This is an optimization exercise on Yosys and OpenROAD, whose aim is a short achievable clock period and few clock cycles per item, not a production implementation. Function was checked by simulation only, so behaviour that the tests miss may differ from the original. Power and IR drop assume default switching activity.

## 01-24
==> flow/design.v (excerpt) <==
module lc4_core
#(
    parameter int CAP = 7
) (
    input  logic     gwe,
    input  logic     i_arst_n,
    input  logic     i_insn_valid,
    input  lc4_pkg::word_t    i_insn,
    output logic     o_insn_ready,
    output logic     o_ret_valid,
    input  logic     i_ret_ready,
    output lc4_pkg::word_t    o_ret_insn,
    output logic     o_ret_we,
    output lc4_pkg::reg_idx_t o_ret_wsel,
    output lc4_pkg::word_t    o_ret_data,
    output lc4_pkg::nzp_t     o_ret_nzp
);
Settings: LEC_CHECK=0, CAP_MARGIN=20, CORE_MARGIN=2, CORE_UTILIZATION=30, PLACE_DENSITY=0.5, SLEW_MARGIN=20, TNS_END_PERCENT=100; clock period 8.2 ns.
standard.sh (not shown) runs the stock make flow with config.mk's settings and CLKGATE_MAP_FILE= SYNTH_SCRIPT=/design/flow/synth_recipe.tcl, a recipe that flattens the netlist after the stock synthesis.
==> flow/flow/run.sh <==
#!/bin/bash
set -euo pipefail
cd "$(dirname "$0")/.."
bash standard.sh SETUP_SLACK_MARGIN=7 finish > flow_make.log 2>&1
Testbench counts of 01-24, summed over its fixed seeds: cycles 16,379, items 16,000.
diff inputs: 01-24 => 01-03
--- a/flow/design.v
+++ b/flow/design.v
@@ -647,19 +647,14 @@
     end
     logic inv_a, inv_b;
     assign inv_a = d_sub & (fb1 | fb2);
     assign inv_b = d_sub & ~(fb1 | fb2);
     lc4_pkg::word_t rd_a, rd_b;
     assign rd_a = hm_s ? r1 : hw_s ? r2 : rf_s;
     assign rd_b = hm_t ? r1 : hw_t ? r2 : rf_t;
-    lc4_pkg::word_t rd_bn, neg_r1, neg_r2, neg_rf;
-    assign neg_r1 = 16'd0 - r1;
-    assign neg_r2 = 16'd0 - r2;
-    assign neg_rf = 16'd0 - rf_t;
-    assign rd_bn  = hm_t ? neg_r1 : hw_t ? neg_r2 : neg_rf;
     always_ff @(posedge gwe) begin
         x_insn <= d_insn;
         x_lut  <= d_lut;
         x_fa1  <= fa1;
         x_fa2  <= fa2;
         x_fa0  <= ~fa1 & ~fa2;
         x_fb1  <= fb1;
@@ -678,15 +673,15 @@
         x_s01n <= d_is_add & ~fa1 & ~fa2 & fb1 &  d_sub;
         x_s02p <= d_is_add & ~fa1 & ~fa2 & fb2 & ~d_sub;
         x_s02n <= d_is_add & ~fa1 & ~fa2 & fb2 &  d_sub;
         x_sd1  <= d_is_add & fa1 & fb1 & ~d_sub;
         x_sd2  <= d_is_add & fa2 & fb2 & ~d_sub;
         x_slog <= ~d_is_add;
         x_a    <= rd_a ^ {16{inv_a}};
-        x_b    <= d_imm_b ? d_imm : inv_b ? rd_bn : rd_b;
+        x_b    <= d_imm_b ? d_imm : inv_b ? (16'd0 - rd_b) : rd_b;
     end
     lc4_pkg::word_t ma, mb;
     lc4_pkg::word_t a, b, s00, s10, s01, s20, s02, lres;
     logic [CS_W-1:0] cs;
     assign s00 = x_a + x_b;
     assign s10 = r1 + x_b;
     assign s20 = r2m + x_b;
[summary]
In the metrics for 01-03 and 01-24, the one carrying the higher net switching power figure is 01-24. Of 01-03 and 01-24, 01-03 shows the lower final weighted congestion of routability-driven global placement, with 01-24 above it. For the synthesized netlist net count, 01-03 came in 51 lower than 01-24 did. 01-03 was carried through to the last stage, and its layout satisfied the timing, DRC and antenna checks. Changes observed in 01-03 relative to 01-24: number of clock-tree buffers in the layout rose about 5%, proportion of power drawn by the clock network climbed 0.4 points, areal power density over the cells has decreased, multi-input logic portion of the cell area decreased by 0.34 points relative to the old numbers, data required time of the critical path now sits higher. Diff 01-03..01-24 | delay of the slowest critical-path stage | negligible.
Testbench counts of 01-03, summed over its fixed seeds: cycles 16,379, items 16,000.

* * *

## lane 1
lc4_core, a different RTL version from the one above (not shown whole).
Size in the first run: about 41,000 sq um of cells after synthesis.
export LEC_CHECK = 0
export CAP_MARGIN = 20
export CORE_MARGIN = 2
export CORE_UTILIZATION = 40
export PLACE_DENSITY = 0.6
export SLEW_MARGIN = 20
export TNS_END_PERCENT = 100
create_clock -name core_clock -period 8.2 [get_ports {gwe}]
Scripts as last shown in full above: flow/flow/run.sh
Testbench counts of lane 1, summed over its fixed seeds: cycles 16,379, items 16,000.
diff inputs: lane 1 => lane 2
--- a/flow/design.v
+++ b/flow/design.v
@@ -540,28 +540,28 @@
         .o_use_t  (q_use_t),
         .o_is_mul (q_is_mul),
         .o_is_add (q_is_add),
         .o_sub    (q_sub),
         .o_imm_b  (q_imm_b),
         .o_lut    (q_lut),
         .o_imm    (q_imm)
     );
     logic              x_v;
     lc4_pkg::word_t    x_insn;
     logic              x_we;       
     logic              x_mulw;     
-    logic              x_sub;
     logic [7:0]        x_lut;
     logic              x_fa1, x_fa2, x_fa0, x_fb1, x_fb2, x_fb0;
-    lc4_pkg::word_t    g_a1, g_a2, g_a0, g_b1, g_b2, g_b0;
+    lc4_pkg::word_t    g_a1, g_a0, g_b1, g_b0;
+    logic              x_ma2, x_mb2;    
     logic              x_s00, x_s10, x_s01p, x_s01n, x_s20, x_s02p, x_s02n;
     logic              x_sd1, x_sd2, x_slog;
     lc4_pkg::word_t    x_a, x_b;
     logic              m_v;
     lc4_pkg::word_t    m_insn;
     logic              m_we;
     logic              m_is_mul;
     lc4_pkg::word_t    r1;
     logic [CS_W-1:0]   m_cs;
     logic              w_v;
     lc4_pkg::word_t    w_insn;
     logic              w_we;
@@ -642,65 +642,69 @@
             m_v    <= x_v;
             m_we   <= x_we;
             w_v    <= m_v;
             w_we   <= m_we;
         end
     end
     logic inv_a, inv_b;
     assign inv_a = d_sub & (fb1 | fb2);
     assign inv_b = d_sub & ~(fb1 | fb2);
     lc4_pkg::word_t rd_a, rd_b;
     assign rd_a = hm_s ? r1 : hw_s ? r2 : rf_s;
     assign rd_b = hm_t ? r1 : hw_t ? r2 : rf_t;
+    lc4_pkg::word_t rd_bn, neg_r1, neg_r2, neg_rf;
+    assign neg_r1 = 16'd0 - r1;
+    assign neg_r2 = 16'd0 - r2;
+    assign neg_rf = 16'd0 - rf_t;
+    assign rd_bn  = hm_t ? neg_r1 : hw_t ? neg_r2 : neg_rf;
     always_ff @(posedge gwe) begin
         x_insn <= d_insn;
-        x_sub  <= d_sub;
         x_lut  <= d_lut;
         x_fa1  <= fa1;
         x_fa2  <= fa2;
         x_fa0  <= ~fa1 & ~fa2;
         x_fb1  <= fb1;
         x_fb2  <= fb2;
         x_fb0  <= ~fb1 & ~fb2;
         g_a1   <= alu  & {16{issue & d_is_mul & fa1}};
-        g_a2   <= prod & {16{issue & d_is_mul & fa2}};
+        x_ma2  <= issue & d_is_mul & fa2;
         g_a0   <= rd_a & {16{issue & d_is_mul & ~fa1 & ~fa2}};
         g_b1   <= alu  & {16{issue & d_is_mul & fb1}};
-        g_b2   <= prod & {16{issue & d_is_mul & fb2}};
+        x_mb2  <= issue & d_is_mul & fb2;
         g_b0   <= rd_b & {16{issue & d_is_mul & ~fb1 & ~fb2}};
         x_s00  <= d_is_add & ~fa1 & ~fa2 & ~fb1 & ~fb2;
         x_s10  <= d_is_add &  fa1 & ~fb1 & ~fb2;
         x_s20  <= d_is_add &  fa2 & ~fb1 & ~fb2;
         x_s01p <= d_is_add & ~fa1 & ~fa2 & fb1 & ~d_sub;
         x_s01n <= d_is_add & ~fa1 & ~fa2 & fb1 &  d_sub;
         x_s02p <= d_is_add & ~fa1 & ~fa2 & fb2 & ~d_sub;
         x_s02n <= d_is_add & ~fa1 & ~fa2 & fb2 &  d_sub;
         x_sd1  <= d_is_add & fa1 & fb1 & ~d_sub;
         x_sd2  <= d_is_add & fa2 & fb2 & ~d_sub;
         x_slog <= ~d_is_add;
         x_a    <= rd_a ^ {16{inv_a}};
-        x_b    <= d_imm_b ? d_imm : (rd_b ^ {16{inv_b}});
+        x_b    <= d_imm_b ? d_imm : inv_b ? rd_bn : rd_b;
     end
     lc4_pkg::word_t ma, mb;
     lc4_pkg::word_t a, b, s00, s10, s01, s20, s02, lres;
     logic [CS_W-1:0] cs;
-    assign s00 = x_a + x_b + {15'd0, x_sub};
-    assign s10 = r1 + x_b + {15'd0, x_sub};
-    assign s20 = r2m + x_b + {15'd0, x_sub};
+    assign s00 = x_a + x_b;
+    assign s10 = r1 + x_b;
+    assign s20 = r2m + x_b;
     assign s01 = x_a + r1;
     assign s02 = x_a + r2m;
     assign a = ({16{x_fa1}} & r1) | ({16{x_fa2}} & r2m) | ({16{x_fa0}} & x_a);
     assign b = ({16{x_fb1}} & r1) | ({16{x_fb2}} & r2m) | ({16{x_fb0}} & x_b);
-    assign ma = g_a1 | g_a2 | g_a0;
-    assign mb = g_b1 | g_b2 | g_b0;
+    assign ma = g_a1 | ({16{x_ma2}} & r2m) | g_a0;
+    assign mb = g_b1 | ({16{x_mb2}} & r2m) | g_b0;
     always_comb begin
         for (int i = 0; i < 16; i++) begin
             if (i < 8) begin
                 lres[i] = (a[i] & b[i] & x_lut[3]) | (a[i] & ~b[i] & x_lut[2]) |
                           (~a[i] & b[i] & x_lut[1]) | (~a[i] & ~b[i] & x_lut[0]);
             end else begin
                 lres[i] = (a[i] & b[i] & x_lut[7]) | (a[i] & ~b[i] & x_lut[6]) |
                           (~a[i] & b[i] & x_lut[5]) | (~a[i] & ~b[i] & x_lut[4]);
             end
         end
     end
     assign alu = ({16{x_s00}} & s00) | ({16{x_s10}} & s10) | ({16{x_s20}} & s20) |
Findings:
Lane 2 finished every step from synthesis to the final layout, and the layout passed the timing, DRC and antenna checks.
| setup slack on the worst flop-to-flop path | lane 2 vs lane 1 | 0.14 ns lower |
Compared with lane 1, in lane 2 wire length of the first global-routing pass fell by about 2.3%, final-layout worst hold slack essentially unchanged, largest incremental delay on the critical path went down.
Highest net fanout along the worst path on lane 2 is up relative to lane 1.
Of lane 2 and lane 1, lane 1 shows the higher first-iteration DRC count, with lane 2 below it.
Lane 1 vs lane 2, cell type of the slowest stage on the worst timing path: fa_1 vs a221oi_4
Total power of the final layout went down by a little under 10% going from lane 1 to lane 2.
Lane 1 -> lane 2: routed length on met3 decreased by more than 10%
Diff lane 2 and lane 1: setup slack after placement lower in lane 1
Re portion of total power attributed to the clock network: lane 1 was lower than lane 2.
Compared with lane 1, the router placed fewer vias in lane 2.
Testbench counts of lane 2, summed over its fixed seeds: cycles 16,379, items 16,000.

* * *

Setup of red:
Another version of the RTL of lc4_core (not shown whole).
Size in the first run: ~3500 cells after synthesis, roughly 800 flip-flops, about 39000 µm² of cells after synthesis.
==> flow/config.mk <==
export PLATFORM = sky130hd
export DESIGN_NAME = lc4_core
export DESIGN_NICKNAME = lc4_core
export VERILOG_FILES = /design/flow/design.v
export SDC_FILE = /design/flow/constraint.sdc
export NUM_CORES = 4
export LEC_CHECK = 0
export CAP_MARGIN = 20
export CORE_MARGIN = 2
export CORE_UTILIZATION = 40
export PLACE_DENSITY = 0.6
export SLEW_MARGIN = 20
export TNS_END_PERCENT = 100
==> flow/constraint.sdc <==
create_clock -name core_clock -period 8.2 [get_ports {gwe}]
set_input_delay 1.6400 -clock core_clock [delete_from_list [all_inputs] [get_ports {gwe}]]
set_output_delay 1.6400 -clock core_clock [all_outputs]
set_load 0.01 [all_outputs]
Scripts as last shown in full above: flow/flow/run.sh
Testbench counts of red, summed over its fixed seeds: cycles 16,379, items 16,000.
Input changes introduced in blue (baseline for comparison: red):
--- a/flow/design.v
+++ b/flow/design.v
@@ -545,20 +545,19 @@
         .o_lut    (q_lut),
         .o_imm    (q_imm)
     );
     logic              x_v;
     lc4_pkg::word_t    x_insn;
     logic              x_we;       
     logic              x_mulw;     
     logic [7:0]        x_lut;
     logic              x_fa1, x_fa2, x_fa0, x_fb1, x_fb2, x_fb0;
-    lc4_pkg::word_t    g_a0, g_b0;
-    logic              x_ma1, x_mb1;    
+    lc4_pkg::word_t    g_a1, g_a0, g_b1, g_b0;
     logic              x_ma2, x_mb2;    
     logic              x_s00, x_s10, x_s01p, x_s01n, x_s20, x_s02p, x_s02n;
     logic              x_sd1, x_sd2, x_slog;
     lc4_pkg::word_t    x_a, x_b;
     logic              m_v;
     lc4_pkg::word_t    m_insn;
     logic              m_we;
     logic              m_is_mul;
     lc4_pkg::word_t    r1;
@@ -646,63 +645,58 @@
             w_we   <= m_we;
         end
     end
     logic inv_a, inv_b;
     assign inv_a = d_sub & (fb1 | fb2);
     assign inv_b = d_sub & ~(fb1 | fb2);
     lc4_pkg::word_t rd_a, rd_b;
     assign rd_a = hm_s ? r1 : hw_s ? r2 : rf_s;
     assign rd_b = hm_t ? r1 : hw_t ? r2 : rf_t;
-    lc4_pkg::word_t rd_bn, neg_r1, neg_r2, neg_rf;
-    assign neg_r1 = 16'd0 - r1;
-    assign neg_r2 = 16'd0 - r2;
-    assign neg_rf = 16'd0 - rf_t;
-    assign rd_bn  = hm_t ? neg_r1 : hw_t ? neg_r2 : neg_rf;
     always_ff @(posedge gwe) begin
         x_insn <= d_insn;
         x_lut  <= d_lut;
         x_fa1  <= fa1;
         x_fa2  <= fa2;
         x_fa0  <= ~fa1 & ~fa2;
         x_fb1  <= fb1;
         x_fb2  <= fb2;
         x_fb0  <= ~fb1 & ~fb2;
-        x_ma1  <= issue & d_is_mul & fa1;
+        g_a1   <= alu  & {16{issue & d_is_mul & fa1}};
         x_ma2  <= issue & d_is_mul & fa2;
         g_a0   <= rd_a & {16{issue & d_is_mul & ~fa1 & ~fa2}};
-        x_mb1  <= issue & d_is_mul & fb1;
+        g_b1   <= alu  & {16{issue & d_is_mul & fb1}};
         x_mb2  <= issue & d_is_mul & fb2;
         g_b0   <= rd_b & {16{issue & d_is_mul & ~fb1 & ~fb2}};
         x_s00  <= d_is_add & ~fa1 & ~fa2 & ~fb1 & ~fb2;
         x_s10  <= d_is_add &  fa1 & ~fb1 & ~fb2;
         x_s20  <= d_is_add &  fa2 & ~fb1 & ~fb2;
         x_s01p <= d_is_add & ~fa1 & ~fa2 & fb1 & ~d_sub;
         x_s01n <= d_is_add & ~fa1 & ~fa2 & fb1 &  d_sub;
         x_s02p <= d_is_add & ~fa1 & ~fa2 & fb2 & ~d_sub;
         x_s02n <= d_is_add & ~fa1 & ~fa2 & fb2 &  d_sub;
         x_sd1  <= d_is_add & fa1 & fb1 & ~d_sub;
         x_sd2  <= d_is_add & fa2 & fb2 & ~d_sub;
         x_slog <= ~d_is_add;
         x_a    <= rd_a ^ {16{inv_a}};
-        x_b    <= d_imm_b ? d_imm : inv_b ? rd_bn : rd_b;
+        x_b    <= d_imm_b ? d_imm : inv_b ? (16'd0 - rd_b) : rd_b;
     end
     lc4_pkg::word_t ma, mb;
     lc4_pkg::word_t a, b, s00, s10, s01, s20, s02, lres;
     logic [CS_W-1:0] cs;
     assign s00 = x_a + x_b;
     assign s10 = r1 + x_b;
     assign s20 = r2m + x_b;
     assign s01 = x_a + r1;
     assign s02 = x_a + r2m;
     assign a = ({16{x_fa1}} & r1) | ({16{x_fa2}} & r2m) | ({16{x_fa0}} & x_a);
     assign b = ({16{x_fb1}} & r1) | ({16{x_fb2}} & r2m) | ({16{x_fb0}} & x_b);
-    assign ma = ({16{x_ma1}} & r1) | ({16{x_ma2}} & r2m) | g_a0;
-    assign mb = ({16{x_mb1}} & r1) | ({16{x_mb2}} & r2m) | g_b0;
+    assign ma = g_a1 | ({16{x_ma2}} & r2m) | g_a0;
+    assign mb = g_b1 | ({16{x_mb2}} & r2m) | g_b0;
     always_comb begin
         for (int i = 0; i < 16; i++) begin
             if (i < 8) begin
                 lres[i] = (a[i] & b[i] & x_lut[3]) | (a[i] & ~b[i] & x_lut[2]) |
                           (~a[i] & b[i] & x_lut[1]) | (~a[i] & ~b[i] & x_lut[0]);
             end else begin
                 lres[i] = (a[i] & b[i] & x_lut[7]) | (a[i] & ~b[i] & x_lut[6]) |
                           (~a[i] & b[i] & x_lut[5]) | (~a[i] & ~b[i] & x_lut[4]);
             end
## What came out
Compared with red, in blue remaining max-slew budget at the tightest pin grew by 1.8 points; global-route wire length before repair grew by about 1.6%; fraction of power consumed by the clock network grew by 1.0 points. Diff red and blue: share of the final layout cell area in multi-input gates lower in red. Synthesized cell count went up by a few percent going from red to blue. Comparing blue against red, there is no change at all in final total negative setup slack. Fraction of synthesized area in multiplexers ended up 0.22 points higher on blue than on red. For the combinational power share, blue came in 1.2 points lower than red did. Slew of the pin with the lowest slew margin, red and blue: smaller value in blue. Against red, minimum clock period after layout in blue came out worse. Against red, cell area in blue rose by a few percent. blue ran to completion and came out clean on the timing, DRC and antenna checks. red → blue: multi-input logic area increased by 1400 µm² relative to the old numbers; worst-case setup margin in the final layout dropped 130 ps. Summary: with red as the reference, average vias per placed instance in blue moved down slightly.
Testbench counts of blue, summed over its fixed seeds: cycles 16,379, items 16,000.

-- afterwards: timing with drivers on the ports --
In the flow no input, the clock included, has a driving cell. The finished layouts below were timed again as built, in two steps.
Step 1 sets driving cells, clkbuf_16 on the clock port and buf_2 on the other inputs (assumed; they add their load-dependent delay and slew).
Step 2 adds t to the input delays and takes it off the output delays; t is the mean of the earliest and latest rising clock arrival at the registers after step 1. Input paths then give back, and output paths get back, about the clock's delay inside the block.
Slacks: ideal ports / drivers / drivers and shift; pairs: ideal ports / drivers.
run | shift t [ns] | slack for setup (ns) | cell pins on the clock port's net
01-24 | 0.732 | 5.035 / 5.035 / 5.035 | 1
01-03 | 0.776 | 5.144 / 5.144 / 4.941 | 1
lane 1 | 0.761 | 5.082 / 5.082 / 4.894 | 1
lane 2 | 0.728 | 4.941 / 4.941 / 4.918 | 1
red | 0.739 | 5.036 / 5.036 / 4.908 | 1
blue | 0.745 | 4.902 / 4.902 / 4.874 | 1
After both steps every run listed still meets setup and hold. For 01-03, which loses most, drivers alone change the setup slack by 0.000 ns; drivers and shift together by -0.203 ns.
